Source: an optimization exercise on an open RTL-to-GDS flow (aim: small area, a short achievable clock period and few clock cycles per item). Production flows keep margins and buffers that such runs may drop.
The RTL was checked by simulation tests, not by an equivalence proof against the original design.
No activity file was given, so power comes from the tool's default toggle rates.

==> design/flow/design.v <==
package mics_pkg;
	localparam logic [31:0] ResetAddress = 32'hbfc00000;
	localparam logic [31:0] Poison = 32'hdeadbeef;
	localparam logic [1:0] KindNone = 2'd0;
	localparam logic [1:0] KindLoad = 2'd1;
	localparam logic [1:0] KindStore = 2'd2;
	localparam logic [1:0] SizeByte = 2'd0;
	localparam logic [1:0] SizeHalf = 2'd1;
	localparam logic [1:0] SizeWord = 2'd2;
	localparam logic [2:0] StOk = 3'd0;
	localparam logic [2:0] StBadOp = 3'd1;
	localparam logic [2:0] StOverflow = 3'd2;
	localparam logic [2:0] StBadCop = 3'd3;
	localparam logic [2:0] StHalted = 3'd4;
	localparam logic [1:0] PlNone = 2'd0;
	localparam logic [1:0] PlWord = 2'd1;
	localparam logic [1:0] PlSByte = 2'd2;
	localparam logic [1:0] PlUByte = 2'd3;
	localparam logic [5:0] OpSpecial = 6'h00;
	localparam logic [5:0] OpRegimm = 6'h01;
	localparam logic [5:0] OpJ = 6'h02;
	localparam logic [5:0] OpJal = 6'h03;
	localparam logic [5:0] OpBeq = 6'h04;
	localparam logic [5:0] OpBne = 6'h05;
	localparam logic [5:0] OpBlez = 6'h06;
	localparam logic [5:0] OpBgtz = 6'h07;
	localparam logic [5:0] OpAddi = 6'h08;
	localparam logic [5:0] OpAddiu = 6'h09;
	localparam logic [5:0] OpSlti = 6'h0a;
	localparam logic [5:0] OpSltiu = 6'h0b;
	localparam logic [5:0] OpAndi = 6'h0c;
	localparam logic [5:0] OpOri = 6'h0d;
	localparam logic [5:0] OpLui = 6'h0f;
	localparam logic [5:0] OpCop0 = 6'h10;
	localparam logic [5:0] OpLb = 6'h20;
	localparam logic [5:0] OpLw = 6'h23;
	localparam logic [5:0] OpLbu = 6'h24;
	localparam logic [5:0] OpSb = 6'h28;
	localparam logic [5:0] OpSh = 6'h29;
	localparam logic [5:0] OpSw = 6'h2b;
	localparam logic [5:0] FnSll = 6'h00;
	localparam logic [5:0] FnSrl = 6'h02;
	localparam logic [5:0] FnSra = 6'h03;
	localparam logic [5:0] FnJr = 6'h08;
	localparam logic [5:0] FnJalr = 6'h09;
	localparam logic [5:0] FnMfhi = 6'h10;
	localparam logic [5:0] FnMflo = 6'h12;
	localparam logic [5:0] FnDiv = 6'h1a;
	localparam logic [5:0] FnDivu = 6'h1b;
	localparam logic [5:0] FnAdd = 6'h20;
	localparam logic [5:0] FnAddu = 6'h21;
	localparam logic [5:0] FnSubu = 6'h23;
	localparam logic [5:0] FnAnd = 6'h24;
	localparam logic [5:0] FnOr = 6'h25;
	localparam logic [5:0] FnSlt = 6'h2a;
	localparam logic [5:0] FnSltu = 6'h2b;
	localparam logic [4:0] CopMt = 5'h04;
	localparam logic [4:0] CopMf = 5'h00;
	localparam logic [4:0] Cp0Sr = 5'd12;
	localparam logic [4:0] LinkReg = 5'd31;
endpackage
module mics_regfile (
	input  logic        clk,
	input  logic        arst_n,
	input  logic        we,
	input  logic [4:0]  waddr,
	input  logic [31:0] wdata,
	input  logic [4:0]  ra,
	input  logic [4:0]  rb,
	output logic [31:0] rd_a,
	output logic [31:0] rd_b
);
	logic [31:0] mem [1:31];
	logic [31:1] vld_q;
	always_ff @(posedge clk) begin
		if (we && waddr != '0) mem[waddr] <= wdata;
	end
	always_ff @(posedge clk or negedge arst_n) begin
		if (!arst_n) vld_q <= '0;
		else if (we && waddr != '0) vld_q[waddr] <= 1'b1;
	end
	logic [31:1] sa, sb;
	always_comb begin
		for (int i = 1; i < 32; i++) begin
			sa[i] = (ra == 5'(i));
			sb[i] = (rb == 5'(i));
		end
	end
	always_comb begin
		logic [31:0] a, b;
		logic va, vb;
		a = '0; b = '0; va = 1'b0; vb = 1'b0;
		for (int i = 1; i < 32; i++) begin
			a = a | ({32{sa[i]}} & mem[i]);
			b = b | ({32{sb[i]}} & mem[i]);
			va = va | (sa[i] & vld_q[i]);
			vb = vb | (sb[i] & vld_q[i]);
		end
		rd_a = (ra == '0) ? '0 : (va ? a : mics_pkg::Poison);
		rd_b = (rb == '0) ? '0 : (vb ? b : mics_pkg::Poison);
	end
endmodule
module mics_div (
	input  logic        clk,
	input  logic        arst_n,
	input  logic        start,
	input  logic        set,
	input  logic [31:0] a,       
	input  logic [31:0] b,       
	input  logic        neg_q,
	input  logic        neg_r,
	output logic        busy,     
	output logic [31:0] rem,
	output logic [31:0] quot,
	output logic        rem_neg,
	output logic        quot_neg
);
	logic [31:0] r_q, q_q, d_q;
	logic [4:0]  cnt_q;
	logic        nq_q, nr_q;
	logic [1:0]  st_q;    
	function automatic logic [5:0] lzc(input logic [31:0] v);
		lzc = 6'd32;
		for (int i = 0; i < 32; i++) if (v[i]) lzc = 6'(31 - i);
	endfunction
	logic [5:0] la_q, lb_q;
	logic [5:0] sh;
	logic [32:0] diff;
	logic [31:0] r1;
	assign sh = lb_q - la_q;
	assign diff = {1'b0, r_q} - {1'b0, d_q};
	assign r1 = diff[32] ? r_q : diff[31:0];
	always_ff @(posedge clk or negedge arst_n) begin
		if (!arst_n) begin
			st_q <= 2'd0;
			r_q <= mics_pkg::Poison;
			q_q <= mics_pkg::Poison;
			nq_q <= 1'b0;
			nr_q <= 1'b0;
		end else begin
			if (set) begin
				r_q <= a;
				q_q <= b;
				nq_q <= 1'b0;
				nr_q <= 1'b0;
			end else if (start) begin
				r_q <= a;
				q_q <= '0;
				nq_q <= neg_q;
				nr_q <= neg_r;
				st_q <= 2'd1;
			end else if (st_q == 2'd1) begin
				st_q <= (la_q > lb_q) ? 2'd0 : 2'd2;
			end else if (st_q == 2'd2) begin
				r_q <= r1;
				q_q <= {q_q[30:0], !diff[32]};
				if (cnt_q == 5'd0) st_q <= 2'd0;
			end
		end
	end
	always_ff @(posedge clk) begin
		if (start) begin
			d_q <= b;
			la_q <= lzc(a);
			lb_q <= lzc(b);
		end
		else if (st_q == 2'd1) begin
			d_q <= d_q << sh[4:0];
			cnt_q <= sh[4:0];
		end else if (st_q == 2'd2) begin
			d_q <= d_q >> 1;
			cnt_q <= cnt_q - 5'd1;
		end
	end
	assign busy = st_q == 2'd2 || (st_q == 2'd1 && la_q <= lb_q);
	assign rem = r_q;
	assign quot = q_q;
	assign rem_neg = nr_q;
	assign quot_neg = nq_q;
endmodule
module mips_integer_core_step_top (
	input  logic        clk,
	input  logic        arst_n,
	input  logic        inst_valid,
	output logic        inst_ready,
	input  logic [63:0] inst_item,
	output logic        res_valid,
	input  logic        res_ready,
	output logic [102:0] res_item,
	input  logic        cfg_valid,
	output logic        cfg_ready,
	input  logic [31:0] cfg_data
);
	logic        dv_q;
	logic [31:0] dw_q;
	logic [31:0] ew_q, ea_q, eb_q, ei_q;
	logic [31:0] pc_q, sr_q;
	logic        halted_q;
	logic [4:0]  pend_t_q;
	logic [1:0]  pend_m_q;
	logic        pend_sr_q;
	logic        wb_v_q;
	logic [4:0]  wb_t_q;
	logic [31:0] wb_d_q;
	logic        res_valid_q;
	logic [70:0] res_q;    
	logic        c_inv_q, c_sum_q, c_and_q, c_or_q, c_sh_q, c_slt_q, c_sltu_q, c_lui_q;
	logic        c_link_q, c_hi_q, c_lo_q, c_sll_q, c_sra_q;
	logic [5:0]  c_amt_q;
	logic        c_wr_q, c_hilo_q;
	logic [4:0]  c_widx_q;
	logic fire, accept, stall;
	logic [5:0]  d_op, d_fn;
	logic        d_r;
	logic        d_inv, d_sum, d_and, d_or, d_sh, d_slt, d_sltu, d_lui, d_link, d_hi, d_lo, d_sll, d_sra;
	logic        d_imm, d_wr, d_hilo;
	logic [4:0]  d_widx;
	logic [5:0]  d_amt;
	logic [31:0] d_immv;
	assign d_op = dw_q[31:26];
	assign d_fn = dw_q[5:0];
	assign d_r = d_op == mics_pkg::OpSpecial;
	always_comb begin
		d_inv = (d_r && (d_fn == mics_pkg::FnSubu || d_fn == mics_pkg::FnSlt || d_fn == mics_pkg::FnSltu)) ||
			d_op == mics_pkg::OpSlti || d_op == mics_pkg::OpSltiu;
		d_sum = (d_r && (d_fn == mics_pkg::FnAdd || d_fn == mics_pkg::FnAddu || d_fn == mics_pkg::FnSubu)) ||
			d_op == mics_pkg::OpAddi || d_op == mics_pkg::OpAddiu;
		d_and = (d_r && d_fn == mics_pkg::FnAnd) || d_op == mics_pkg::OpAndi;
		d_or = (d_r && d_fn == mics_pkg::FnOr) || d_op == mics_pkg::OpOri;
		d_sll = d_r && d_fn == mics_pkg::FnSll;
		d_sra = d_r && d_fn == mics_pkg::FnSra;
		d_sh = d_r && (d_fn == mics_pkg::FnSll || d_fn == mics_pkg::FnSrl || d_fn == mics_pkg::FnSra);
		d_slt = (d_r && d_fn == mics_pkg::FnSlt) || d_op == mics_pkg::OpSlti;
		d_sltu = (d_r && d_fn == mics_pkg::FnSltu) || d_op == mics_pkg::OpSltiu;
		d_lui = d_op == mics_pkg::OpLui;
		d_link = (d_r && d_fn == mics_pkg::FnJalr) || d_op == mics_pkg::OpJal ||
			(d_op == mics_pkg::OpRegimm && dw_q[20]);
		d_hilo = d_r && (d_fn == mics_pkg::FnMfhi || d_fn == mics_pkg::FnMflo ||
			d_fn == mics_pkg::FnDiv || d_fn == mics_pkg::FnDivu);
		d_hi = d_r && d_fn == mics_pkg::FnMfhi;
		d_lo = d_r && d_fn == mics_pkg::FnMflo;
		d_wr = 1'b0;
		d_widx = dw_q[15:11];
		case (d_op)
			mics_pkg::OpSpecial:
				case (d_fn)
					mics_pkg::FnSll, mics_pkg::FnSrl, mics_pkg::FnSra, mics_pkg::FnJalr,
					mics_pkg::FnMfhi, mics_pkg::FnMflo, mics_pkg::FnAdd, mics_pkg::FnAddu,
					mics_pkg::FnSubu, mics_pkg::FnAnd, mics_pkg::FnOr, mics_pkg::FnSlt,
					mics_pkg::FnSltu: d_wr = 1'b1;
					default: ;
				endcase
			mics_pkg::OpRegimm: begin d_wr = dw_q[20]; d_widx = mics_pkg::LinkReg; end
			mics_pkg::OpJal: begin d_wr = 1'b1; d_widx = mics_pkg::LinkReg; end
			mics_pkg::OpAddi, mics_pkg::OpAddiu, mics_pkg::OpSlti, mics_pkg::OpSltiu,
			mics_pkg::OpAndi, mics_pkg::OpOri, mics_pkg::OpLui: begin d_wr = 1'b1; d_widx = dw_q[20:16]; end
			default: ;
		endcase
		d_amt = d_sll ? (6'd32 - {1'b0, dw_q[10:6]}) : {1'b0, dw_q[10:6]};
		case (d_op)
			mics_pkg::OpAddi, mics_pkg::OpAddiu, mics_pkg::OpSlti, mics_pkg::OpSltiu,
			mics_pkg::OpLb, mics_pkg::OpLbu, mics_pkg::OpLw, mics_pkg::OpSb, mics_pkg::OpSh,
			mics_pkg::OpSw: begin d_imm = 1'b1; d_immv = {{16{dw_q[15]}}, dw_q[15:0]}; end
			mics_pkg::OpAndi, mics_pkg::OpOri: begin d_imm = 1'b1; d_immv = {16'h0, dw_q[15:0]}; end
			mics_pkg::OpLui: begin d_imm = 1'b1; d_immv = {dw_q[15:0], 16'h0}; end
			default: begin d_imm = 1'b0; d_immv = {{16{dw_q[15]}}, dw_q[15:0]}; end
		endcase
	end
	logic [5:0]  op, fn;
	logic [4:0]  rsi, rti, rdi;
	logic [31:0] rs, rt, simm, pc_inc, br_tgt, j_tgt, bx, sum, shres, hl, hlv;
	logic [32:0] s33;
	logic        isolated, sltv, sltuv, ovf, eq;
	logic [63:0] fun;
	assign rs = ea_q;
	assign rt = eb_q;
	assign op = ew_q[31:26];
	assign fn = ew_q[5:0];
	assign rsi = ew_q[25:21];
	assign rti = ew_q[20:16];
	assign rdi = ew_q[15:11];
	assign simm = {{16{ew_q[15]}}, ew_q[15:0]};
	assign pc_inc = pc_q + 32'd4;
	assign br_tgt = pc_q + {simm[29:0], 2'b00};
	assign j_tgt = {pc_q[31:28], ew_q[25:0], 2'b00};
	assign isolated = sr_q[16];
	assign bx = ei_q ^ {32{c_inv_q}};
	assign s33 = {1'b0, ea_q} + {1'b0, bx} + {32'h0, c_inv_q};
	assign sum = s33[31:0];
	assign sltuv = !s33[32];
	assign sltv = (ea_q[31] ^ ei_q[31]) ? ea_q[31] : sum[31];
	assign ovf = (ea_q[31] == ei_q[31]) && (sum[31] != ea_q[31]);
	assign eq = ea_q == eb_q;
	assign fun = {(c_sll_q ? eb_q : {32{c_sra_q & eb_q[31]}}), (c_sll_q ? 32'h0 : eb_q)} >> c_amt_q;
	assign shres = fun[31:0];
	logic [31:0] div_rem, div_quot;
	logic        div_busy, div_rn, div_qn;
	assign hl = c_hi_q ? div_rem : div_quot;
	assign hlv = (c_hi_q ? div_rn : div_qn) ? (32'h0 - hl) : hl;
	logic [31:0] wr_val, wr_oth;
	assign wr_val = c_sum_q ? sum : wr_oth;
	assign wr_oth = ({32{c_and_q}} & (ea_q & ei_q)) |
		({32{c_or_q}} & (ea_q | ei_q)) | ({32{c_sh_q}} & shres) |
		{31'h0, (c_slt_q & sltv) | (c_sltu_q & sltuv)} | ({32{c_lui_q}} & ei_q) |
		({32{c_link_q}} & pc_inc) | ({32{c_hi_q | c_lo_q}} & hlv);
	logic [31:0] nx_pc, sdata, maddr;
	logic [4:0]  new_t;
	logic [1:0]  kind, size, new_m;
	logic [2:0]  st;
	logic new_sr, sr_we, div_set, div_go, div_signed;
	always_comb begin
		nx_pc = pc_inc;
		st = mics_pkg::StOk; kind = mics_pkg::KindNone; size = mics_pkg::SizeByte; maddr = '0; sdata = '0;
		new_t = rti; new_m = mics_pkg::PlNone; new_sr = 1'b0; sr_we = 1'b0;
		div_set = 1'b0; div_go = 1'b0; div_signed = 1'b0; 
		case (op)
			mics_pkg::OpSpecial: begin
				case (fn)
					mics_pkg::FnSll, mics_pkg::FnSrl, mics_pkg::FnSra, mics_pkg::FnAddu,
					mics_pkg::FnSubu, mics_pkg::FnAnd, mics_pkg::FnOr, mics_pkg::FnSlt,
					mics_pkg::FnSltu: ;
					mics_pkg::FnJr: nx_pc = rs;
					mics_pkg::FnJalr: nx_pc = rs;
					mics_pkg::FnMfhi, mics_pkg::FnMflo: ;
					mics_pkg::FnDiv: begin
						div_signed = 1'b1;
						if (rt == '0) div_set = 1'b1;
						else div_go = 1'b1;
					end
					mics_pkg::FnDivu: begin
						if (rt == '0) div_set = 1'b1;
						else div_go = 1'b1;
					end
					mics_pkg::FnAdd: if (ovf) st = mics_pkg::StOverflow;
					default: st = mics_pkg::StBadOp;
				endcase
			end
			mics_pkg::OpRegimm: if (rs[31] ^ ew_q[16]) nx_pc = br_tgt;
			mics_pkg::OpJal: nx_pc = j_tgt;
			mics_pkg::OpJ: nx_pc = j_tgt;
			mics_pkg::OpBeq: if (eq) nx_pc = br_tgt;
			mics_pkg::OpBne: if (!eq) nx_pc = br_tgt;
			mics_pkg::OpBlez: if (rs == '0 || rs[31]) nx_pc = br_tgt;
			mics_pkg::OpBgtz: if (rs != '0 && !rs[31]) nx_pc = br_tgt;
			mics_pkg::OpAddi: if (ovf) st = mics_pkg::StOverflow;
			mics_pkg::OpAddiu, mics_pkg::OpSlti, mics_pkg::OpSltiu, mics_pkg::OpAndi,
			mics_pkg::OpOri, mics_pkg::OpLui: ;
			mics_pkg::OpCop0: begin
				if (rsi == mics_pkg::CopMt) begin
					if (rdi == mics_pkg::Cp0Sr) sr_we = 1'b1;
					else if (rdi == 5'd3 || rdi == 5'd5 || rdi == 5'd6 || rdi == 5'd7 ||
						rdi == 5'd9 || rdi == 5'd11 || rdi == 5'd13) begin
						if (rt != '0) st = mics_pkg::StBadCop;
					end else st = mics_pkg::StBadCop;
				end else if (rsi == mics_pkg::CopMf) begin
					if (rdi == mics_pkg::Cp0Sr) new_sr = 1'b1;
					else st = mics_pkg::StBadCop;
				end else st = mics_pkg::StBadCop;
			end
			mics_pkg::OpLb: begin kind = mics_pkg::KindLoad; maddr = sum; new_m = mics_pkg::PlSByte; end
			mics_pkg::OpLbu: begin kind = mics_pkg::KindLoad; maddr = sum; new_m = mics_pkg::PlUByte; end
			mics_pkg::OpLw: if (!isolated) begin
				kind = mics_pkg::KindLoad; size = mics_pkg::SizeWord; maddr = sum; new_m = mics_pkg::PlWord;
			end
			mics_pkg::OpSb: if (!isolated) begin
				kind = mics_pkg::KindStore; maddr = sum; sdata = {24'h0, rt[7:0]};
			end
			mics_pkg::OpSh: if (!isolated) begin
				kind = mics_pkg::KindStore; size = mics_pkg::SizeHalf; maddr = sum; sdata = {16'h0, rt[15:0]};
			end
			mics_pkg::OpSw: if (!isolated) begin
				kind = mics_pkg::KindStore; size = mics_pkg::SizeWord; maddr = sum; sdata = rt;
			end
			default: st = mics_pkg::StBadOp;
		endcase
	end
	assign stall = c_hilo_q && div_busy && !halted_q;
	assign fire = dv_q && !stall && (!res_valid_q || res_ready);
	assign inst_ready = !dv_q || fire;
	assign accept = inst_valid && inst_ready;
	assign cfg_ready = 1'b1;
	assign res_valid = res_valid_q;
	assign res_item = {pc_q, res_q};
	logic [31:0] div_a, div_b;
	always_comb begin
		if (div_set) begin
			div_a = rs;
			div_b = (div_signed && rs[31]) ? 32'd1 : 32'hffffffff;
		end else begin
			div_a = (div_signed && rs[31]) ? (32'h0 - rs) : rs;
			div_b = (div_signed && rt[31]) ? (32'h0 - rt) : rt;
		end
	end
	mics_div u_div (
		.clk(clk), .arst_n(arst_n),
		.start(fire && !halted_q && div_go),
		.set(fire && !halted_q && div_set),
		.a(div_a), .b(div_b),
		.neg_q(div_signed && (rs[31] ^ rt[31])),
		.neg_r(div_signed && rs[31]),
		.busy(div_busy), .rem(div_rem), .quot(div_quot), .rem_neg(div_rn), .quot_neg(div_qn)
	);
	logic        ex_we, land_in, land_hit;
	logic [4:0]  land_t, wr_idx;
	logic [1:0]  land_m;
	logic [31:0] land_val;
	assign wr_idx = c_widx_q;
	assign ex_we = !halted_q && c_wr_q && c_widx_q != '0;
	always_comb begin
		if (fire) begin
			land_t = new_t;
			land_m = (halted_q || st != mics_pkg::StOk) ? mics_pkg::PlNone : new_m;
			land_in = !halted_q && st == mics_pkg::StOk && (new_m != mics_pkg::PlNone || new_sr);
			if (new_sr) land_m = mics_pkg::PlNone;
			land_hit = d_wr && d_widx == new_t;
		end else begin
			land_t = pend_t_q;
			land_m = pend_m_q;
			land_in = pend_sr_q || pend_m_q != mics_pkg::PlNone;
			land_hit = c_wr_q && c_widx_q == pend_t_q;
		end
		land_in = accept && land_in && land_t != '0 && !land_hit;
		case (land_m)
			mics_pkg::PlSByte: land_val = {{24{inst_item[7]}}, inst_item[7:0]};
			mics_pkg::PlUByte: land_val = {24'h0, inst_item[7:0]};
			mics_pkg::PlWord: land_val = inst_item[31:0];
			default: land_val = sr_q;
		endcase
	end
	logic [31:0] rf_a, rf_b;
	mics_regfile u_rf (
		.clk(clk), .arst_n(arst_n),
		.we(ex_we || wb_v_q), .waddr(ex_we ? wr_idx : wb_t_q), .wdata(ex_we ? wr_val : wb_d_q),
		.ra(dw_q[25:21]), .rb(dw_q[20:16]),
		.rd_a(rf_a), .rd_b(rf_b)
	);
	logic [31:0] opa, opb_o, opi;
	logic        fa, fb;
	assign fa = ex_we && wr_idx == dw_q[25:21];
	assign fb = ex_we && wr_idx == dw_q[20:16];
	always_comb begin
		if (wb_v_q && wb_t_q == dw_q[25:21] && dw_q[25:21] != '0) opa = wb_d_q;
		else opa = rf_a;
		if (wb_v_q && wb_t_q == dw_q[20:16] && dw_q[20:16] != '0) opb_o = wb_d_q;
		else opb_o = rf_b;
	end
	always_ff @(posedge clk or negedge arst_n) begin
		if (!arst_n) begin
			dv_q <= 1'b0;
			ew_q <= '0;
			{c_inv_q, c_sum_q, c_and_q, c_or_q, c_sh_q, c_slt_q, c_sltu_q, c_lui_q} <= '0;
			{c_link_q, c_hi_q, c_lo_q, c_sra_q, c_wr_q, c_hilo_q} <= '0;
			c_sll_q <= 1'b1;
			pc_q <= mics_pkg::ResetAddress;
			sr_q <= '0;
			halted_q <= 1'b0;
			pend_t_q <= '0;
			pend_m_q <= mics_pkg::PlNone;
			pend_sr_q <= 1'b0;
			wb_v_q <= 1'b0;
			res_valid_q <= 1'b0;
		end else begin
			if (accept) dv_q <= 1'b1;
			else if (fire) dv_q <= 1'b0;
			if (fire) res_valid_q <= 1'b1;
			else if (res_ready) res_valid_q <= 1'b0;
			if (land_in) wb_v_q <= 1'b1;
			else if (ex_we) wb_v_q <= wb_v_q && wb_t_q != wr_idx;
			else wb_v_q <= 1'b0;
			if (accept) begin
				pend_m_q <= mics_pkg::PlNone;
				pend_sr_q <= 1'b0;
			end else if (fire && !halted_q && st == mics_pkg::StOk) begin
				pend_t_q <= new_t;
				pend_m_q <= new_m;
				pend_sr_q <= new_sr;
			end
			if (fire) begin
				ew_q <= dw_q;
				{c_inv_q, c_sum_q, c_and_q, c_or_q, c_sh_q, c_slt_q, c_sltu_q, c_lui_q} <=
					{d_inv, d_sum, d_and, d_or, d_sh, d_slt, d_sltu, d_lui};
				{c_link_q, c_hi_q, c_lo_q, c_sll_q, c_sra_q, c_wr_q, c_hilo_q} <=
					{d_link, d_hi, d_lo, d_sll, d_sra, d_wr, d_hilo};
				if (!halted_q) begin
					pc_q <= nx_pc;
					if (st != mics_pkg::StOk) halted_q <= 1'b1;
					if (sr_we) sr_q <= rt;
				end
			end
		end
	end
	always_ff @(posedge clk) begin
		if (accept) dw_q <= inst_item[63:32];
		if (fire) begin
			c_amt_q <= d_amt;
			c_widx_q <= d_widx;
			ea_q <= fa ? wr_val : opa;
			eb_q <= fb ? wr_val : opb_o;
			ei_q <= d_imm ? d_immv : (fb ? wr_val : opb_o);
		end
		if (land_in) begin
			wb_t_q <= land_t;
			wb_d_q <= land_val;
		end
		if (fire) begin
			if (halted_q) begin
				res_q <= {mics_pkg::KindNone, mics_pkg::SizeByte, 32'h0, 32'h0, mics_pkg::StHalted};
			end else begin
				res_q <= {kind, size, maddr, sdata, st};
			end
		end
	end
endmodule
==> design/flow/run.sh <==
#!/bin/bash
# synth_recipe.tcl (not shown) runs the flow's synth.tcl, then flattens the netlist and writes it again
# the make line also repeats each setting of config.mk as NAME=value (left out here)
make -C /OpenROAD-flow-scripts/flow DESIGN_CONFIG=/design/flow/config.mk WORK_HOME=/design/flow/orfs CLKGATE_MAP_FILE= SYNTH_SCRIPT=/design/flow/synth_recipe.tcl finish
==> design/flow/config.mk <==
export PLATFORM = sky130hd
export DESIGN_NAME = mips_integer_core_step_top
export DESIGN_NICKNAME = mips_integer_core_step_top
export VERILOG_FILES = /design/flow/design.v
export SDC_FILE = /design/flow/constraint.sdc
export NUM_CORES = 4
export LEC_CHECK = 0
export CAP_MARGIN = 30
export CORE_MARGIN = 2
export CORE_UTILIZATION = 40
export SETUP_SLACK_MARGIN = 3.0
export SLEW_MARGIN = 30
==> design/flow/constraint.sdc <==
create_clock -name core_clock -period 7.0 [get_ports {clk}]
set_input_delay 1.4000 -clock core_clock [delete_from_list [all_inputs] [get_ports {clk}]]
set_output_delay 1.4000 -clock core_clock [all_outputs]
set_load 0.01 [all_outputs]
==> results of run 1 <==
-- how the worst min path moves through the flow --
stage,slack [ns],cells past startpoint,to,start
global placement,0.47,2,c_sltu_q$_DFFE_PN0P_,c_sltu_q$_DFFE_PN0P_
global route,0.52,2,u_div.q_q[31]$_DFFE_PN1P_,u_div.q_q[31]$_DFFE_PN1P_
floorplan,0.42,0,res_q[2]$_SDFFCE_PP1P_,halted_q$_DFFE_PN0P_
detailed placement,0.48,2,c_sltu_q$_DFFE_PN0P_,c_sltu_q$_DFFE_PN0P_
CTS,0.49,2,c_sltu_q$_DFFE_PN0P_,c_sltu_q$_DFFE_PN0P_
finish,0.49,2,c_sltu_q$_DFFE_PN0P_,c_sltu_q$_DFFE_PN0P_
-- cell usage after synthesis (42+ instances only) --
| master | instances | area share |
|---|---|---|
| nor2b_1 | 45 | 0.0034 |
| o211ai_1 | 45 | 0.0041 |
| xnor2_1 | 168 | 0.018 |
| buf_1 | 42 | 0.0019 |
| ha_1 | 122 | 0.019 |
| mux2_2 | 71 | 0.0097 |
| xor2_1 | 145 | 0.015 |
| a221o_1 | 45 | 0.0055 |
| nand2_1 | 703 | 0.032 |
| nand4_1 | 119 | 0.0090 |
| nor3_1 | 195 | 0.012 |
| a211oi_1 | 72 | 0.0066 |
| o21ai_0 | 322 | 0.020 |
| nor4_1 | 44 | 0.0033 |
| clkbuf_1 | 481 | 0.022 |
| dfstp_2 | 58 | 0.018 |
| nand3_1 | 187 | 0.011 |
| a221oi_1 | 80 | 0.0085 |
| a21o_1 | 93 | 0.0085 |
| a21oi_1 | 427 | 0.026 |
| edfxtp_1 | 1288 | 0.47 |
| inv_1 | 107 | 0.0049 |
| a22oi_1 | 936 | 0.085 |
| and2_1 | 45 | 0.0034 |
| a222oi_1 | 64 | 0.0078 |
| and3_1 | 44 | 0.0033 |
| nor2_1 | 507 | 0.023 |
| mux2i_1 | 211 | 0.026 |
| a31oi_1 | 74 | 0.0056 |
| dfrtp_1 | 164 | 0.050 |
-- worst register-to-register path, stage by stage (launching register included) --
cell and delay (ns):
edfxtp_1 0.37, buf_4 0.22, or4_4 0.60, nor4_4 0.24, buf_4 0.19, nand4_4 0.10, buf_12 0.19, o21ai_2 0.19
o211a_1 0.22, o311a_2 0.24, o211ai_4 0.13, o21ai_4 0.52, buf_4 0.23, buf_4 0.14, nor2_4 0.07, a221o_1 0.33
-- where the power goes --
| part | leakage, nW | switching, mW | total (mW) | internal [mW] |
|---|---|---|---|---|
| clock | 2.67 | 4.03 | 9.07 | 5.04 |
| combinational | 18.4 | 5.60 | 8.55 | 2.95 |
| sequential | 14.4 | 0.775 | 11.3 | 10.5 |
-- flip-flops by register name, indices dropped and copies added (netlist names), 6 cells and up, named ones only --
name,count
u_div.d_q,32
sr_q,32
wb_d_q,32
u_div.q_q,32
dw_q,32
u_div.r_q,32
ei_q,32
u_div.la_q,6
ew_q,32
u_rf.vld_q,31
pc_q,32
u_rf.mem,992
ea_q,32
eb_q,32
c_amt_q,6
res_q,71
u_div.lb_q,6
-- area by class of cell --
class / count / area (µm²) / area share
inverter: 116 / 464.2 / 0.004653
sequential: 1511 / 44340 / 0.4445
clock buffer: 197 / 4288 / 0.04298
tap: 2688 / 3363 / 0.03372
timing repair buffer: 738 / 7214 / 0.07232
clock inverter: 109 / 1266 / 0.01269
antenna: 22 / 55.05 / 0.0005519
multi-input combinational: 5389 / 38760 / 0.3886
-- per-layer routing --
metal,global-route usage,wire [µm],up-vias
met5,0.007348,684,-
met1,0.4497,139200,37470
met2,0.5683,177200,7566
met4,0.3266,46720,26
met3,0.1493,63600,2335
li1,-,-,30410
-- repair_timing --
action                                  in CTS  in global routing
gates cloned                                24                 15
buffers inserted                           193                 85
endpoints found under the setup margin    2187               1680
resized for setup                          266                239
pin swaps                                  124                 80
-- cells by family after synthesis --
logic type	count (synthesis)	share of synthesized area
other	1	0.00004546
and+or+nand+nor	2093	0.1197
AOI/OAI and AO/OA	2497	0.2112
xor gates and xnor gates	314	0.03343
adders and majority gates	126	0.01948
buffers and inverters	682	0.03213
muxes	327	0.04663
DFF	1511	0.5374
-- metrics by stage --
stage | utilization | power [mW] | cell area (µm²) | setup WS (ns)
6_report | 0.4871 | 28.94 | 99750 | 2.751
2_1_floorplan | - | 14.83 | 82550 | 2.931
3_5_place_dp | 0.4330 | 18.15 | 88680 | 1.729
4_1_cts | 0.4763 | 27.89 | 97550 | 2.578
5_1_grt | 0.4869 | 29.46 | 99720 | 2.721
3_3_place_gp | 0.4318 | 18.09 | 88430 | 1.434
==> qor.txt, run 1 <==
Clock sink count: 1511
Reg2Reg Setup Slack: 2.75 ns
Tcrit/Tclk final: 0.6070
Async S/R FF share, synth: 0.1469
Crit path time final: 4.249 ns
Layout cell share with drive strength beyond 1: 0.1847
Final setup fails: 0
Largest net degree at the start of global routing: 151
FF-to-FF Start: eb_q[12]$_DFFE_PP_
Crit path from: eb_q[12]$_DFFE_PP_
Reg2reg path depth: 15
Dpl cells: 10120
R2r endpoint: wb_d_q[19]$_DFFE_PP_
Critical-path top delay cell: or4_4
Synthesized instance count: 7551
Netlist cell types: 110
Peak VDD IR: 301.5 µV
Vias per cell: 7.225
Via count: 77810
CP Capture Type: flop
Worst Path Buf+Inv: 5
Vias in the first global route: 71920
CTS tree: built
Initial drt markers: 16340
DRT Pass-1 Iters: 14
CP peak stage delay: 0.58 ns
Estimated wirelength of the detail-placed design: 265200 µm
RSZ-0062 raised after global routing: yes
Root Driver: clkbuf_16
Most frequent cells in the layout: edfxtp_1, a22oi_1, nand2_1
Worst-margin pin slew: 1.140 ns
Most Frequent Cell on Critical Path: buf_4
Max Clk Rate: 235.4 MHz
Die H: 458.1 µm
Worst EP required: 7.59 ns
Critical path, cell by cell: buf_4 -> or4_4 -> nor4_4 -> buf_4 -> nand4_4 -> buf_12 -> o21ai_2 -> o211a_1 -> o311a_2 -> o211ai_4 -> o21ai_4 -> buf_4 -> buf_4 -> nor2_4 -> a221o_1
Number of synthesized flops with an enable pin: 1288
Crit path DAT: 4.84 ns
WS Path Type: reg2reg
YS warnings: 3
Crit Path Max Fanout: 10
Endpoints failing hold: 0
CTS Hold Bufs: 0
IO Port Bufs: 172
Critical path depth in cells: 15
Layout net count: 8147
Setup crit start kind: flop
Wire per inst: 39.68 µm
Slew margin rel.: 0.2362
Critical Path Sink: wb_d_q[19]$_DFFE_PP_
H-tree depth: 4
DRC: 0
Chip width: 458.1 µm
Row cnt: 166
DRT antenna net count: 0
Routability Congestion: 1.034
CTS Buffer Depth: 3
Outcome: timing/DRC/antenna clean
Commonest non-fill, non-tap cell in the layout: edfxtp_1
Power density over the cells: 290.1 nW/µm²
Setup TNS: 0 ns
Lkg Pwr: 35.54 nW
Initial Util: 0.4028
# fillers: 18360
Primary FF master, synth: edfxtp_1
Max Slew Vio Count: 0
CTS buffer count: 164
Core box area: 204800 µm²
Clock Skew: 0.07019 ns
Area grow syn2layout: 20.93%
Top delay family on crit path: compound AO/OA/AOI/OAI gates
Clk Latency, worst-skew pair: 0.88 ns
Ports: 207
Overall Global Routing Usage: 0.3891
FF+latch count, synth: 1511
Cell Count, Final, Fillers Out: 10770
Initial antenna violation count: 26
Seq/Total Area, Yosys: 0.5374
Full die area: 209900 µm²
Mapped cell area: 82490 µm²
Mapped Nets: 7778
Clock-pin slew on the worst setup and hold paths: 0.07 ns
First-pass GRT wire length: 573700 µm
Overflow after GRT: 0
HP Class: reg2reg
Max cap viols: 0
Final wirelength: 427300 µm
Syn Area/Cell: 10.92 µm²
WHS: 0.4894 ns
Testbench counts, summed over its fixed seeds: cycles 36,501, items 32,000.
==> inputs of run 2 (changes only) <==
--- a/design/flow/config.mk
+++ b/design/flow/config.mk
@@ -10,2 +10,3 @@
 export CORE_UTILIZATION = 40
+export CTS_BUF_LIST = sky130_fd_sc_hd__clkbuf_4 sky130_fd_sc_hd__clkbuf_8
 export SETUP_SLACK_MARGIN = 3.0
==> qor.txt, run 2 <==
Outcome: timing/DRC/antenna clean
Endpoints failing hold: 0 (unchanged)
Worst Path Buf+Inv: 1 (-4)
Mux cell area share after synthesis: 0.04663 (unchanged)
Clk pwr share: 0.299 (-0.015)
Die H: 458.1 µm (unchanged)
Routability Congestion: 1.034 (unchanged)
WS Path Type: reg2out
FF-to-FF Start: c_inv_q$_DFFE_PN0P_
Clk Latency, worst-skew pair: 1.09 ns (+0.21 ns)
Power Total: 28.65 mW (-1.0%)
DRC: 0 (unchanged)
Max Clk Rate: 227.2 MHz (-3.5%)
Estimated wirelength of the detail-placed design: 265200 µm (unchanged)
Internal power: 18.21 mW (-1.7%)
Critical-path top delay cell: edfxtp_1
Critical path, cell by cell: ha_4 -> nor2b_4 -> o21a_1 -> o21ai_2 -> a21oi_4 -> a41oi_4 -> nand2_4 -> buf_6
Layout cell share with drive strength beyond 1: 0.2093 (+0.02460)
Worst-margin pin slew: 1.136 ns (-0.004664 ns)
Number of synthesized flops with an enable pin: 1288 (unchanged)
Final setup fails: 0 (unchanged)
Async S/R FF share, synth: 0.1469 (unchanged)
Biggest register: u_rf.mem
Synthesized instance count: 7551 (unchanged)
IO Port Bufs: 172 (unchanged)
FF+latch count, synth: 1511 (unchanged)
Final wirelength: 432600 µm (+1.2%)
Peak VDD IR: 236.6 µV (-22%)
Largest net degree at the start of global routing: 151 (unchanged)
Final core utilization: 0.4890 (+0.001888)
CTS Buffer Depth: 4 (+1)
Net switching power: 10.44 mW (+0.27%)
Core box area: 204800 µm² (unchanged)
YS warnings: 3 (unchanged)
Full die area: 209900 µm² (unchanged)
Yosys top cell by area: edfxtp_1
Initial Util: 0.4028 (unchanged)
Top-count cell post-synth: edfxtp_1
Initial antenna violation count: 19 (-27%)
Ports: 207 (unchanged)
Chip width: 458.1 µm (unchanged)
Critical Path Sink: inst_ready
Worst EP required: 5.60 ns (-1.99 ns)
Max cap viols: 0 (unchanged)
Netlist cell types: 110 (unchanged)
RSZ-0062 raised after global routing: yes
Tcrit/Tclk final: 0.6288 (+0.02184)
Overflow after GRT: 0 (unchanged)
Mapped cell area: 82490 µm² (unchanged)
HP Class: in2async
Max Slew Vio Count: 0 (unchanged)
Largest register FFs: 992 (unchanged)
Clock sink count: 1511 (unchanged)
XOR/XNOR share of the synthesized area: 0.03343 (unchanged)
Gate power share: 0.307 (+0.012)
DRT antenna net count: 0 (unchanged)
H-tree depth: 5 (+1)
Power density over the cells: 286.1 nW/µm² (-1.4%)
Seq pwr share: 0.395 (+0.004)
Area grow syn2layout: 21.40%
CP Capture Type: primary output
Area share of and/or/nand/nor cells after synthesis: 0.1197 (unchanged)
Via count: 78520 (+0.91%)
Layout net count: 8289 (+1.7%)
Mapped Nets: 7778 (unchanged)
Overall Global Routing Usage: 0.3898 (+0.0006442)
CTS tree: built
First-pass GRT wire length: 575000 µm (+0.23%)
Root Driver: clkbuf_8
Critical path depth in cells: 8 (-7)
Vias in the first global route: 72780 (+1.2%)
Synthesized-area fraction occupied by ao, oa, aoi and oai cells: 0.2112 (unchanged)
Crit path DAT: 3.00 ns (-1.84 ns)
# fillers: 18410 (+0.31%)
Crit path from: u_div.la_q[1]$_SDFFCE_PP0P_
Primary FF master, synth: edfxtp_1
Syn Area/Cell: 10.92 µm² (unchanged)
Slew margin rel.: 0.2393 (+0.003123)
CTS buffer count: 279 (+70%)
Synth top area cells: edfxtp_1, a22oi_1, dfrtp_1, nand2_1, a21oi_1
Wire per inst: 39.47 µm (-0.53%)
CP peak stage delay: 0.45 ns (-0.13 ns)
Setup TNS: 0 ns (unchanged)
Most frequent cells in the layout: edfxtp_1, a22oi_1, nand2_1
Largest family of logic cells by synthesized area: compound AO/OA/AOI/OAI gates
Clock Skew: 0.09781 ns (+0.02762 ns)
Synth Area in Adders: 0.01948 (unchanged)
Crit Path Max Fanout: 3 (-7)
DRT Pass-1 Iters: 14 (unchanged)
Top cell type's share of synthesized area: 0.4689 (unchanged)
Lkg Pwr: 35.88 nW (+0.95%)
Reg2Reg Setup Slack: 2.70 ns (-0.05 ns)
Crit path time final: 4.402 ns (+0.1529 ns)
Clock-pin slew on the worst setup and hold paths: 0.06 ns (about the same)
Seq/Total Area, Yosys: 0.5374 (unchanged)
Net Sw Frac: 0.3644 (+0.004637)
Reg2reg path depth: 17 (+2)
Row cnt: 166 (unchanged)
Regs by FF count: u_rf.mem x992, res_q x71
R2r endpoint: wb_d_q[14]$_DFFE_PP_
Commonest non-fill, non-tap cell in the layout: edfxtp_1
Top delay family on crit path: compound AO/OA/AOI/OAI gates
Most frequent cells after synthesis: edfxtp_1, a22oi_1, nand2_1
Vias per cell: 7.164 (-0.84%)
Initial drt markers: 16540 (+1.2%)
Setup crit start kind: flop
==> run 2: cell counts after synthesis <==
Identical to the previous run, type by type.
==> run 2: worst min path at each step <==
stage	from	endpoint	slack, ns	cells past startpoint
after global placement	c_sltu_q$_DFFE_PN0P_	c_sltu_q$_DFFE_PN0P_	0.47	2
after detailed placement	c_sltu_q$_DFFE_PN0P_	c_sltu_q$_DFFE_PN0P_	0.48	2
final	arst_n	res_valid_q$_DFFE_PN0P_	0.33	1
after global routing	arst_n	res_valid_q$_DFFE_PN0P_	0.37	1
after floorplan	halted_q$_DFFE_PN0P_	res_q[2]$_SDFFCE_PP1P_	0.42	0
after CTS	arst_n	u_div.r_q[24]$_DFFE_PN0P_	0.33	1
==> run 2: worst register-to-register path, stage by stage, from the launching register on <==
cell and delay [ns]:
dfrtp_4 0.51, buf_8 0.17, buf_4 0.14, xor2_1 0.15
ha_1 0.34, nand4_1 0.12, a211o_1 0.27, a21oi_4 0.22
o211ai_1 0.16, buf_4 0.17, a2111oi_4 0.40, a31oi_4 0.08
o211ai_4 0.30, a2bb2oi_2 0.21, buf_6 0.23, buf_12 0.19
nor2_4 0.06, a221o_1 0.32
==> run 2: kinds of logic after synthesis <==
group | Yosys count
flip-flops | 1511
multiplexers | 327
AO/OA/AOI/OAI | 2497
buffers and inverters | 682
AND/OR/NAND/NOR | 2093
other | 1
XOR/XNOR | 314
adder cells (fa/ha/maj) | 126
==> run 2: cell type report <==
cell class                      count  area (µm²)  area share
Timing Repair Buffer              766        7526     0.07515
Antenna cell                       27       67.56   0.0006747
Clock buffer                      364        4572     0.04565
Clock inverter                    100       744.5    0.007434
Inverter                          116       467.9    0.004673
Tap cell                         2688        3363     0.03359
Multi-Input combinational cell   5388       39060      0.3901
Sequential cell                  1511       44340      0.4428
==> run 2: what timing repair did <==
action / CTS / global route
cloned: 22 / 25
buffers inserted: 197 / 99
hold buffers: 0 / 0
pin swaps: 121 / 73
setup endpoints to repair: 2152 / 1772
gates resized for setup: 252 / 340
==> run 2: per-stage QoR <==
step	hold WS (ns)	worst slack [ns]	instance area, µm²	instances
floorplan	0.4231	2.931	82550	7551
global placement	0.4736	1.434	88430	10120
detailed placement	0.4751	1.729	88680	10120
CTS	0.3251	2.431	97210	10810
global route	0.3697	2.519	100100	10940
finish	0.3278	2.598	100100	10960
==> run 2: layer usage <==
layer	wire (µm)	global-route usage	part of all wire
met1	141200	0.4475	0.33
met4	47670	0.3306	0.11
met2	179300	0.5707	0.41
met5	662	0.006659	0.0015
met3	63790	0.1501	0.15
==> run 2: power groups by stage <==
stage | sequential, mW | clock (mW) | combinational (mW)
after floorplan | 11.1 | 0 | 3.74
after global placement | 11.5 | 0 | 6.56
final | 11.3 | 8.56 | 8.78
after detailed placement | 11.5 | 0 | 6.61
after CTS | 11.3 | 8.53 | 7.46
after global routing | 11.3 | 8.92 | 8.95
==> inputs of run 3 (changes only) <==
--- a/design/flow/design.v
+++ b/design/flow/design.v
@@ -111,2 +111,3 @@
 	input  logic        neg_r,
+	input  logic        zq,      
 	output logic        busy,     
@@ -126,2 +127,3 @@
 	logic [5:0] la_q, lb_q;
+	logic       zq_q;
 	logic [5:0] sh;
@@ -165,2 +167,3 @@
 			lb_q <= lzc(b);
+			zq_q <= zq;
 		end
@@ -174,3 +177,3 @@
 	end
-	assign busy = st_q == 2'd2 || (st_q == 2'd1 && la_q <= lb_q);
+	assign busy = st_q == 2'd2 || (st_q == 2'd1 && !zq_q);
 	assign rem = r_q;
@@ -393,2 +396,11 @@
 	end
+	logic [31:0] zq_a, zq_b, zq_m;
+	logic        zq;
+	always_comb begin
+		zq_a = (div_signed && rs[31]) ? {~rs[30:0], 1'b1} : rs;
+		zq_b = (div_signed && rt[31]) ? ~rt : rt;
+		zq_m[31] = zq_a[31];
+		for (int i = 30; i >= 0; i--) zq_m[i] = zq_m[i + 1] | zq_a[i];
+		zq = (zq_b & ~zq_m) != '0;
+	end
 	mics_div u_div (
@@ -399,3 +411,3 @@
 		.neg_q(div_signed && (rs[31] ^ rt[31])),
-		.neg_r(div_signed && rs[31]),
+		.neg_r(div_signed && rs[31]), .zq(zq),
 		.busy(div_busy), .rem(div_rem), .quot(div_quot), .rem_neg(div_rn), .quot_neg(div_qn)
@@ -411,4 +423,4 @@
 			land_t = new_t;
-			land_m = (halted_q || st != mics_pkg::StOk) ? mics_pkg::PlNone : new_m;
-			land_in = !halted_q && st == mics_pkg::StOk && (new_m != mics_pkg::PlNone || new_sr);
+			land_m = new_m;
+			land_in = !halted_q && (new_m != mics_pkg::PlNone || new_sr);
 			if (new_sr) land_m = mics_pkg::PlNone;
@@ -472,3 +484,3 @@
 				pend_sr_q <= 1'b0;
-			end else if (fire && !halted_q && st == mics_pkg::StOk) begin
+			end else if (fire && !halted_q) begin
 				pend_t_q <= new_t;
--- a/design/flow/config.mk
+++ b/design/flow/config.mk
@@ -10,4 +10,6 @@
 export CORE_UTILIZATION = 40
-export CTS_BUF_LIST = sky130_fd_sc_hd__clkbuf_4 sky130_fd_sc_hd__clkbuf_8
+export CTS_CLUSTER_DIAMETER = 100
+export CTS_CLUSTER_SIZE = 24
 export SETUP_SLACK_MARGIN = 3.0
 export SLEW_MARGIN = 30
+export TNS_END_PERCENT = 20
==> qor.txt, run 3 <==
Mux cell area share after synthesis: 0.04509 (-0.001538)
Final setup fails: 0 (unchanged)
Initial drt markers: 16460 (-0.48%)
Lkg Pwr: 33.02 nW (-8.0%)
IO Port Bufs: 172 (unchanged)
Final wirelength: 414900 µm (-4.1%)
Async S/R FF share, synth: 0.1468 (about the same)
Routability Congestion: 1.075 (+4.0%)
DRT Pass-1 Iters: 13 (-1)
Clock-pin slew on the worst setup and hold paths: 0.10 ns (+0.04 ns)
CTS Buffer Depth: 3 (-1)
Synth top area cells: edfxtp_1, a22oi_1, dfrtp_1, nand2_1, a21oi_1
Primary FF master, synth: edfxtp_1
CTS Hold Bufs: 0 (unchanged)
Peak VDD IR: 221.2 µV (-6.5%)
Outcome: timing/DRC/antenna clean
CP Capture Type: flop
Setup crit start kind: flop
Worst-margin pin slew: 1.291 ns (+0.1555 ns)
Layout cell share with drive strength beyond 1: 0.1445 (-0.06484)
Root Driver: clkbuf_16
Crit path DAT: 4.89 ns (+1.89 ns)
CTS buffer count: 79 (-72%)
Vias per cell: 7.195 (+0.43%)
Largest register FFs: 992 (unchanged)
Reg2Reg Setup Slack: 2.65 ns (-0.05 ns)
Max cap viols: 0 (unchanged)
Max Clk Rate: 229.7 MHz (+1.1%)
Clock Skew: 0.07704 ns (-0.02077 ns)
Setup TNS: 0 ns (unchanged)
Initial antenna violation count: 16 (-3)
Hold endpoint: u_rf.vld_q[19]$_DFFE_PN0P_
Crit Path Max Fanout: 17 (+14)
XOR/XNOR share of the synthesized area: 0.03433 (+0.0009026)
Layout net count: 8103 (-2.2%)
Endpoints failing hold: 0 (unchanged)
FF+latch count, synth: 1512 (+0.066%)
Wire per inst: 38.68 µm (-2.0%)
Vias in the first global route: 70840 (-2.7%)
Yosys top cell by area: edfxtp_1
Largest family of logic cells by synthesized area: compound AO/OA/AOI/OAI gates
Synth Area in Adders: 0.01923 (-0.0002421)
Regs by FF count: u_rf.mem x992, res_q x71
RSZ-0062 raised after global routing: yes
Via count: 77170 (-1.7%)
Clock sink count: 1512 (+0.066%)
Mapped cell area: 83530 µm² (+1.3%)
First-pass GRT wire length: 562900 µm (-2.1%)
R2r endpoint: ei_q[6]$_DFFE_PP_
H-tree depth: 3 (-2)
Post-placement setup slack: 1.344 ns (-0.3846 ns)
Most frequent cells after synthesis: edfxtp_1, nand2_1, a22oi_1
HP Start: u_rf.vld_q[19]$_DFFE_PN0P_
Number of synthesized flops with an enable pin: 1289 (+0.078%)
Initial Util: 0.4030 (about the same)
Estimated wirelength of the detail-placed design: 268100 µm (+1.1%)
Overall Global Routing Usage: 0.3758 (-0.01394)
Syn Area/Cell: 10.82 µm² (-0.98%)
DRT antenna net count: 0 (unchanged)
Slew margin rel.: 0.1392 (-0.1001)
Worst setup margin: 2.647 ns (+0.04825 ns)
Core box area: 207300 µm² (+1.2%)
Netlist cell types: 109 (-0.91%)
Largest net degree at the start of global routing: 115 (-24%)
Top-count cell post-synth: edfxtp_1
Synthesized-area fraction occupied by ao, oa, aoi and oai cells: 0.2095 (-0.001742)
Crit path time final: 4.353 ns (-0.04825 ns)
Ports: 207 (unchanged)
Die H: 461.0 µm (+0.62%)
Mapped Nets: 7949 (+2.2%)
Synthesized instance count: 7722 (+2.3%)
Full die area: 212500 µm² (+1.2%)
Hold path depth: 2
Seq/Total Area, Yosys: 0.5310 (-0.006321)
Row cnt: 167 (+0.60%)
FF-to-FF Start: dw_q[16]$_DFFE_PP_
Biggest register: u_rf.mem
Max Slew Vio Count: 0 (unchanged)
Reg2reg path depth: 12 (-5)
# fillers: 19130 (+3.9%)
Power density over the cells: 206.9 nW/µm² (-28%)
Chip width: 461.0 µm (+0.62%)
CTS tree: built
DRC: 0 (unchanged)
WS Path Type: reg2reg
Tcrit/Tclk final: 0.6219 (-0.006893)
Worst EP required: 7.54 ns (+1.94 ns)
Most frequent cells in the layout: edfxtp_1, nand2_1, a22oi_1
Area grow syn2layout: 14.35%
YS warnings: 3 (unchanged)
Area share of and/or/nand/nor cells after synthesis: 0.1277 (+0.008008)
Commonest non-fill, non-tap cell in the layout: edfxtp_1
Top cell type's share of synthesized area: 0.4634 (-0.005470)
Clk Latency, worst-skew pair: 0.82 ns (-0.27 ns)
Overflow after GRT: 0 (unchanged)
HP Class: reg2reg
==> run 3: changes by cell type in the layout (fill, tap and decap cells not counted), sizes merged, moves of 53 or more <==
| cell | delta |
|---|---|
| a221oi | +107 |
| a22o | +107 |
| a22oi | -195 |
| buf | -130 |
| clkbuf | -264 |
| clkinv | -71 |
| mux2i | -53 |
| nand2 | +73 |
==> run 3: area by class of cell <==
type	count	area [µm²]	share of cell area
clock inverters	22	394.1	0.004126
inverters	142	563.0	0.005895
clock buffers	107	2113	0.02213
repair buffers	629	5874	0.06150
diodes	14	35.03	0.0003668
flip-flops and latches	1512	44370	0.4645
multi-input cells	5512	38680	0.4049
well taps	2788	3488	0.03652
==> run 3: how the worst max path moves through the flow <==
| stage | from | end | slack (ns) | cells past startpoint |
|---|---|---|---|---|
| floorplan | c_hi_q$_DFFE_PN0P_ | u_rf.mem[10][22]$_DFFE_PP_ | 2.56 | 16 |
| global placement | c_inv_q$_DFFE_PN0P_ | u_rf.mem[1][28]$_DFFE_PP_ | 1.40 | 12 |
| detailed placement | c_inv_q$_DFFE_PN0P_ | u_rf.mem[6][28]$_DFFE_PP_ | 1.34 | 12 |
| CTS | ew_q[28]$_DFFE_PN0P_ | u_div.la_q[0]$_SDFFCE_PP0P_ | 2.65 | 10 |
| global route | c_inv_q$_DFFE_PN0P_ | u_rf.mem[31][29]$_DFFE_PP_ | 2.75 | 14 |
| finish | dw_q[16]$_DFFE_PP_ | ei_q[6]$_DFFE_PP_ | 2.65 | 12 |
==> run 3: repair_timing <==
action / 4_1_cts / 5_1_grt
setup buffers: 72 / 56
endpoints found under the setup margin: 2238 / 1745
resized for setup: 128 / 125
pin swaps: 38 / 36
cloned: 10 / 7
==> run 3: power breakdown <==
group / total, mW / internal (mW) / switching [mW]
clock: 5.54 / 2.29 / 3.26
combinational: 3.92 / 1.38 / 2.54
sequential: 10.3 / 9.91 / 0.390
==> run 3: through the flow <==
stage,power [mW],std cells,cell area [µm²],utilization,hold slack (ns)
after floorplan,12.38,7722,83620,-,0.4231
after global placement,13.91,10430,89950,0.4339,0.4554
after detailed placement,13.96,10440,90260,0.4354,0.4642
after CTS,19.44,10650,94120,0.4541,0.4931
after global routing,20.21,10710,95480,0.4607,0.5106
final,19.76,10730,95510,0.4608,0.5046
==> run 3: worst max-delay path: stages (launching register included) <==
cell and delay, ns:
edfxtp_1 0.57, nand3b_1 0.51, nor2_4 0.19, buf_4 0.52
a22oi_1 0.15, nand4_1 0.15, or4_1 0.15, buf_4 0.26
buf_4 0.34, nand3_1 0.41, a221oi_1 0.40, a21oi_1 0.18
a21o_1 0.24
==> run 3: cell families (layout without fill, tap and decap cells) <==
family	count (synthesis)	count (layout)
AOI/OAI and AO/OA	2481	2494
muxes	291	291
other	1	15
xor gates and xnor gates	322	322
and+or+nand+nor	2278	2278
DFF	1512	1512
buffers and inverters	711	900
adders and majority gates	126	126
==> run 3: routing by layer <==
| layer | up-vias | track usage | share of wire |
|---|---|---|---|
| li1 | 30410 | - | - |
| met1 | 37370 | 0.4605 | 0.34 |
| met2 | 7372 | 0.5456 | 0.41 |
| met3 | 2009 | 0.1396 | 0.15 |
| met4 | 16 | 0.2631 | 0.093 |
| met5 | - | 0.006429 | 0.00070 |
Testbench counts of run 3, summed over its fixed seeds: cycles 36,537, items 32,000.
==> inputs of run 4 (changes only) <==
--- a/design/flow/config.mk
+++ b/design/flow/config.mk
@@ -14,2 +14 @@
 export SLEW_MARGIN = 30
-export TNS_END_PERCENT = 20
==> qor.txt, run 4 <==
Final core utilization: 0.4646 (+0.003815)
Worst Path Buf+Inv: 2 (-1)
DRT antenna net count: 0 (unchanged)
CTS tree: built
Max Clk Rate: 240.1 MHz (+4.5%)
HP Class: in2async
Overflow after GRT: 0 (unchanged)
Layout net count: 8123 (+0.25%)
CTS Buffer Depth: 3 (unchanged)
Largest register FFs: 992 (unchanged)
IO Port Bufs: 172 (unchanged)
Critical-path top delay cell: or3b_2
Most frequent cells in the layout: edfxtp_1, nand2_1, a22oi_1
Max Slew Vio Count: 0 (unchanged)
# fillers: 19000 (-0.66%)
Via count: 77080 (-0.12%)
Chip width: 461.0 µm (unchanged)
Worst EP required: 7.51 ns (-0.03 ns)
Clock Skew: 0.06979 ns (-0.007253 ns)
DRT Pass-1 Iters: 17 (+4)
Initial Util: 0.4030 (unchanged)
Setup crit start kind: flop
Syn Area/Cell: 10.82 µm² (unchanged)
Endpoints failing hold: 0 (unchanged)
Estimated wirelength of the detail-placed design: 263500 µm (-1.7%)
YS warnings: 3 (unchanged)
Vias in the first global route: 70280 (-0.80%)
Regs by FF count: u_rf.mem x992, res_q x71
Routability Congestion: 1.055 (-1.9%)
Commonest non-fill, non-tap cell in the layout: edfxtp_1
RSZ-0062 raised after global routing: yes
CP Capture Type: flop
H-tree depth: 3 (unchanged)
Primary FF master, synth: edfxtp_1
Async S/R FF share, synth: 0.1468 (unchanged)
Core box area: 207300 µm² (unchanged)
Footprint of the multi-input gates: 39160 µm² (+1.2%)
Crit path DAT: 4.68 ns (-0.21 ns)
FF+latch count, synth: 1512 (unchanged)
Row cnt: 167 (unchanged)
Most frequent cells after synthesis: edfxtp_1, nand2_1, a22oi_1
Final wirelength: 414700 µm (about the same)
DRC: 0 (unchanged)
Wire per inst: 38.58 µm (-0.25%)
CP peak stage delay: 0.65 ns (+0.08 ns)
Mapped cell area: 83530 µm² (unchanged)
Overall Global Routing Usage: 0.3752 (-0.0006610)
Worst-margin pin slew: 1.219 ns (-0.07222 ns)
Power density over the cells: 205.0 nW/µm² (-0.95%)
Number of synthesized flops with an enable pin: 1289 (unchanged)
Biggest register: u_rf.mem
WHS: 0.4987 ns (-0.005896 ns)
Initial antenna violation count: 16 (unchanged)
Lkg Pwr: 33.21 nW (+0.58%)
Root Driver: clkbuf_16
Yosys top cell by area: edfxtp_1
WS Path Type: reg2reg
Clk Latency, worst-skew pair: 0.81 ns (about the same)
Crit path time final: 4.165 ns (-0.1888 ns)
Max cap viols: 0 (unchanged)
Largest net degree at the start of global routing: 119 (+3.5%)
Clock sink count: 1512 (unchanged)
Full die area: 212500 µm² (unchanged)
Reg2Reg Setup Slack: 2.84 ns (+0.19 ns)
Top cell type's share of synthesized area: 0.4634 (unchanged)
Power Total: 19.74 mW (-0.13%)
Outcome: timing/DRC/antenna clean
Layout cell share with drive strength beyond 1: 0.1557 (+0.01122)
Sequential cell area: 44370 µm² (about the same)
Top-count cell post-synth: edfxtp_1
Synthesized instance count: 7722 (unchanged)
Area grow syn2layout: 15.30%
Tcrit/Tclk final: 0.5949 (-0.02697)
Setup TNS: 0 ns (unchanged)
FF-to-FF Start: dw_q[17]$_DFFE_PP_
Peak VDD IR: 264.2 µV (+19%)
Initial drt markers: 16610 (+0.95%)
First-pass GRT wire length: 561500 µm (-0.25%)
Seq/Total Area, Yosys: 0.5310 (unchanged)
Clock-pin slew on the worst setup and hold paths: 0.10 ns (about the same)
Post-Layout Inst Area: 96300 µm² (+0.83%)
Crit Path Max Fanout: 24 (+7)
Most Frequent Cell on Critical Path: nand3_1
Vias per cell: 7.171 (-0.33%)
Ports: 207 (unchanged)
Die H: 461.0 µm (unchanged)
Final setup fails: 0 (unchanged)
Mapped Nets: 7949 (unchanged)
Top delay family on crit path: simple AND/OR/NAND/NOR gates
Netlist cell types: 109 (unchanged)
Reg2reg path depth: 10 (-2)
Critical path, cell by cell: or3b_2 -> nor2_4 -> buf_4 -> a22oi_1 -> nand3_1 -> or4_1 -> buf_8 -> nand3_1 -> a221oi_2 -> a221oi_1
Post-DP Area: 90130 µm² (-0.13%)
CTS buffer count: 79 (unchanged)
R2r endpoint: ei_q[26]$_DFFE_PP_
Synth top area cells: edfxtp_1, a22oi_1, dfrtp_1, nand2_1, a21oi_1
Slew margin rel.: 0.1874 (+0.04815)
## run 4: cell families (layout without fill, tap and decap cells)
group,Yosys count,after routing,share of synthesized area
flip-flops,1512,1512,0.5310
AND/OR/NAND/NOR,2278,2279,0.1277
AO/OA/AOI/OAI,2481,2497,0.2095
XOR/XNOR,322,322,0.03433
buffers and inverters,711,916,0.03306
multiplexers,291,291,0.04509
other,1,17,0.00004490
adder cells (fa/ha/maj),126,126,0.01923
## run 4: area by class of cell
type | count | area share
diodes | 16 | 0.0004157
inverters | 142 | 0.005885
flip-flops and latches | 1512 | 0.4607
clock inverters | 21 | 0.003625
clock buffers | 108 | 0.02207
multi-input cells | 5516 | 0.4066
repair inverters | 1 | 0.00007795
well taps | 2788 | 0.03622
repair buffers | 644 | 0.06441
## run 4: worst max-delay path by stage
stage                     depth (start not counted)                         end                   from
after global routing                             15   u_rf.vld_q[7]$_DFFE_PN0P_  c_widx_q[1]$_DFFE_PP_
after CTS                                        14  u_rf.mem[27][26]$_DFFE_PP_    c_inv_q$_DFFE_PN0P_
after global placement                           12   u_rf.mem[2][28]$_DFFE_PP_    c_inv_q$_DFFE_PN0P_
after detailed placement                         13  u_rf.mem[11][28]$_DFFE_PP_    c_inv_q$_DFFE_PN0P_
final                                            10          ei_q[26]$_DFFE_PP_     dw_q[17]$_DFFE_PP_
after floorplan                                  10   u_rf.mem[21][0]$_DFFE_PP_  c_widx_q[0]$_DFFE_PP_
## run 4: per-layer routing
layer | GRT usage | vias up | share of wire
li1 | - | 30440 | -
met5 | 0.01056 | - | 0.0017
met1 | 0.4573 | 37110 | 0.34
met4 | 0.2544 | 24 | 0.093
met2 | 0.5445 | 7428 | 0.41
met3 | 0.1477 | 2069 | 0.15
## run 4: timing repair
action                                  4_1_cts  5_1_grt
endpoints found under the setup margin     2285     1401
buffers inserted                             92       67
gates resized for setup                     192      177
pin swaps                                    52       50
hold buffers                                  0        0
gates cloned                                 16        4
## run 4: per-stage QoR
step | setup slack, ns | instances
final | 2.835 | 10750
after global routing | 2.788 | 10740
after CTS | 2.817 | 10660
after detailed placement | 1.521 | 10420
after global placement | 1.553 | 10410
after floorplan | 2.763 | 7722
## run 4: where the power goes
part / switching (mW) / internal [mW] / leakage, nW / total, mW
combinational: 2.54 / 1.41 / 17.7 / 3.95
clock: 3.23 / 2.24 / 1.19 / 5.47
sequential: 0.401 / 9.91 / 14.3 / 10.3
==> inputs of run 5 (changes only) <==
--- a/design/flow/config.mk
+++ b/design/flow/config.mk
@@ -11,3 +11,3 @@
 export CTS_CLUSTER_DIAMETER = 100
-export CTS_CLUSTER_SIZE = 24
+export CTS_CLUSTER_SIZE = 26
 export SETUP_SLACK_MARGIN = 3.0
==> qor.txt, run 5 <==
Outcome: timing/DRC/antenna clean
Max Clk Rate: 243.8 MHz (+1.5%)
GR Util met2: 0.5416 (-0.002888)
Most Frequent Cell on Critical Path: a22oi_1
WS Path Type: reg2reg
Estimated wirelength of the detail-placed design: 263500 µm (unchanged)
Clk pwr share: 0.275 (-0.002)
Core box area: 207300 µm² (unchanged)
Grt met1 use: 0.4585 (+0.001255)
Final setup fails: 0 (unchanged)
Internal power: 13.52 mW (-0.35%)
Primary FF master, synth: edfxtp_1
Clk Latency, worst-skew pair: 0.82 ns (about the same)
DRC: 0 (unchanged)
GRT busiest layer: met2
Endpoints failing hold: 0 (unchanged)
Mapped Nets: 7949 (unchanged)
Mapped cell area: 83530 µm² (unchanged)
Area grow syn2layout: 15.14%
CTS buffer count: 75 (-5.1%)
CTS tree: built
Worst-margin pin slew: 1.199 ns (-0.02021 ns)
Post-Layout Inst Area: 96170 µm² (-0.14%)
Final wirelength: 413000 µm (-0.40%)
Overall Global Routing Usage: 0.3743 (-0.0008674)
Net Sw Frac: 0.3131 (+0.0004125)
Ports: 207 (unchanged)
Seq/Total Area, Yosys: 0.5310 (unchanged)
Crit path time final: 4.102 ns (-0.06233 ns)
H-tree depth: 3 (unchanged)
Synth top area cells: edfxtp_1, a22oi_1, dfrtp_1, nand2_1, a21oi_1
DRT Pass-1 Iters: 15 (-2)
Via count: 76830 (-0.32%)
Crit Path Max Fanout: 24 (unchanged)
Netlist cell types: 109 (unchanged)
Setup crit start kind: flop
Crit path from: dw_q[20]$_DFFE_PP_
Regs by FF count: u_rf.mem x992, res_q x71
FF-to-FF Start: dw_q[20]$_DFFE_PP_
Largest register FFs: 992 (unchanged)
Clock Skew: 0.06149 ns (-0.008302 ns)
Top cell type's share of synthesized area: 0.4634 (unchanged)
Routability Congestion: 1.055 (unchanged)
Commonest non-fill, non-tap cell in the layout: edfxtp_1
Tcrit/Tclk final: 0.5860 (-0.008904)
RSZ-0062 raised after global routing: yes
Clock sink count: 1512 (unchanged)
Met3 Track Usage GR: 0.1478 (about the same)
Worst EP required: 7.54 ns (+0.03 ns)
Layout cell share with drive strength beyond 1: 0.1545 (-0.001190)
Critical-path top delay cell: edfxtp_1
Lkg Pwr: 33.13 nW (-0.24%)
Most frequent cells in the layout: edfxtp_1, nand2_1, a22oi_1
CP Capture Type: flop
Wire per inst: 38.48 µm (-0.27%)
Post-DP Area: 90130 µm² (unchanged)
Chip width: 461.0 µm (unchanged)
IO Port Bufs: 172 (unchanged)
Slew margin rel.: 0.1990 (+0.01158)
Net switching power: 6.163 mW (-0.16%)
Peak VDD IR: 251.1 µV (-5.0%)
First-pass GRT wire length: 559400 µm (-0.38%)
Most frequent cells after synthesis: edfxtp_1, nand2_1, a22oi_1
Critical Path Sink: ei_q[0]$_DFFE_PP_
Crit path DAT: 4.64 ns (-0.04 ns)
Power density over the cells: 204.6 nW/µm² (-0.15%)
Max cap viols: 0 (unchanged)
Initial drt markers: 16250 (-2.2%)
Syn Area/Cell: 10.82 µm² (unchanged)
Number of synthesized flops with an enable pin: 1289 (unchanged)
Reg2reg path depth: 11 (+1)
WHS: 0.4378 ns (-0.06086 ns)
FF+latch count, synth: 1512 (unchanged)
Reg2Reg Setup Slack: 2.90 ns (+0.06 ns)
Vias in the first global route: 70240 (-0.060%)
Seq pwr share: 0.524 (+0.002)
R2r endpoint: ei_q[0]$_DFFE_PP_
Synthesized instance count: 7722 (unchanged)
Initial Util: 0.4030 (unchanged)
CTS Buffer Depth: 3 (unchanged)
Gate power share: 0.201 (about the same)
Full die area: 212500 µm² (unchanged)
Async S/R FF share, synth: 0.1468 (unchanged)
Root Driver: clkbuf_16
HP Class: in2async
YS warnings: 3 (unchanged)
Max Slew Vio Count: 0 (unchanged)
Biggest register: u_rf.mem
Yosys top cell by area: edfxtp_1
Die H: 461.0 µm (unchanged)
Dpl cells: 10420 (unchanged)
Layout net count: 8113 (-0.12%)
DRT antenna net count: 0 (unchanged)
Top-count cell post-synth: edfxtp_1
Critical path, cell by cell: or3_1 -> nor2_4 -> a22oi_1 -> nand4_1 -> or4_1 -> buf_12 -> nand3_1 -> a22oi_1 -> nor2_1 -> a31o_4 -> a21o_1
Row cnt: 167 (unchanged)
Setup TNS: 0 ns (unchanged)
Vias per cell: 7.158 (-0.19%)
Initial antenna violation count: 19 (+3)
Largest net degree at the start of global routing: 119 (unchanged)
CP peak stage delay: 0.56 ns (-0.09 ns)
Cell Count, Final, Fillers Out: 10730 (-0.13%)
Clock-pin slew on the worst setup and hold paths: 0.11 ns (about the same)
Overflow after GRT: 0 (unchanged)
[run 5: kinds of logic after synthesis]
family / synth area share
compound gates: 0.2095
other cells: 0.00004490
flops: 0.5310
buf+inv: 0.03306
xor+xnor: 0.03433
fa+ha+maj: 0.01923
simple gates: 0.1277
mux: 0.04509
[run 5: power by group through the flow]
stage / registers [mW] / clock network, mW / logic (mW)
after floorplan: 10.3 / 0 / 2.06
after global placement: 10.5 / 0 / 3.40
after detailed placement: 10.5 / 0 / 3.43
after CTS: 10.3 / 5.39 / 3.66
after global routing: 10.3 / 5.67 / 4.11
final: 10.3 / 5.41 / 3.96
[run 5: layout make-up]
cell class	count	area, µm²
antenna	12	30.03
clock buffer	102	2073
clock inverter	23	346.6
fill	19000	111100
inverter	142	566.8
multi-input combinational	5515	39160
sequential	1512	44370
tap	2788	3488
timing repair buffer	639	6127
timing repair inverter	1	7.507
[run 5: what timing repair did]
item | 4_1_cts | 5_1_grt
hold buffers | 0 | 0
gates cloned | 16 | 3
buffers inserted | 92 | 64
pin swaps | 53 | 54
resized for setup | 195 | 177
endpoints found under the setup margin | 2305 | 1516
[run 5: through the flow]
step                total power [mW]    util  setup WS, ns
finish                         19.68  0.4640         2.898
global route                   20.11  0.4638         2.760
CTS                            19.34  0.4563         2.890
detailed placement             13.94  0.4348         1.521
global placement               13.90  0.4332         1.553
floorplan                      12.39       -         2.763
[run 5: critical path, delay by kind of cell (launching register included)]
family | cells | cell delay (ns)
simple gates | 6 | 1.94
compound gates | 4 | 0.95
flops | 1 | 0.56
buf+inv | 1 | 0.36
[run 5: layer usage]
metal	vias to the layer above	wire (µm)
met1	37030	140700
met4	32	37380
met2	7348	170700
met5	-	469
li1	30420	-
met3	2004	63790
[run 5: how the worst min path moves through the flow]
| stage | start | end | depth (start not counted) | slack (ns) |
|---|---|---|---|---|
| 4_1_cts | u_rf.vld_q[22]$_DFFE_PN0P_ | u_rf.vld_q[22]$_DFFE_PN0P_ | 1 | 0.51 |
| 2_1_floorplan | halted_q$_DFFE_PN0P_ | res_q[2]$_SDFFCE_PP1P_ | 0 | 0.42 |
| 6_report | arst_n | pc_q[6]$_DFFE_PN0P_ | 1 | 0.44 |
| 5_1_grt | arst_n | pc_q[6]$_DFFE_PN0P_ | 1 | 0.43 |
| 3_3_place_gp | c_hilo_q$_DFFE_PN0P_ | c_hilo_q$_DFFE_PN0P_ | 2 | 0.47 |
| 3_5_place_dp | c_hilo_q$_DFFE_PN0P_ | c_hilo_q$_DFFE_PN0P_ | 2 | 0.48 |

Re-timed with assumed drivers on the ports (clkbuf_16 on the clock, buf_2 on other inputs), run 5 has 2.898 ns of setup slack against 2.898 ns with ideal ports, and 2.459 ns once port delays also move by the mid clock arrival of 0.882 ns.
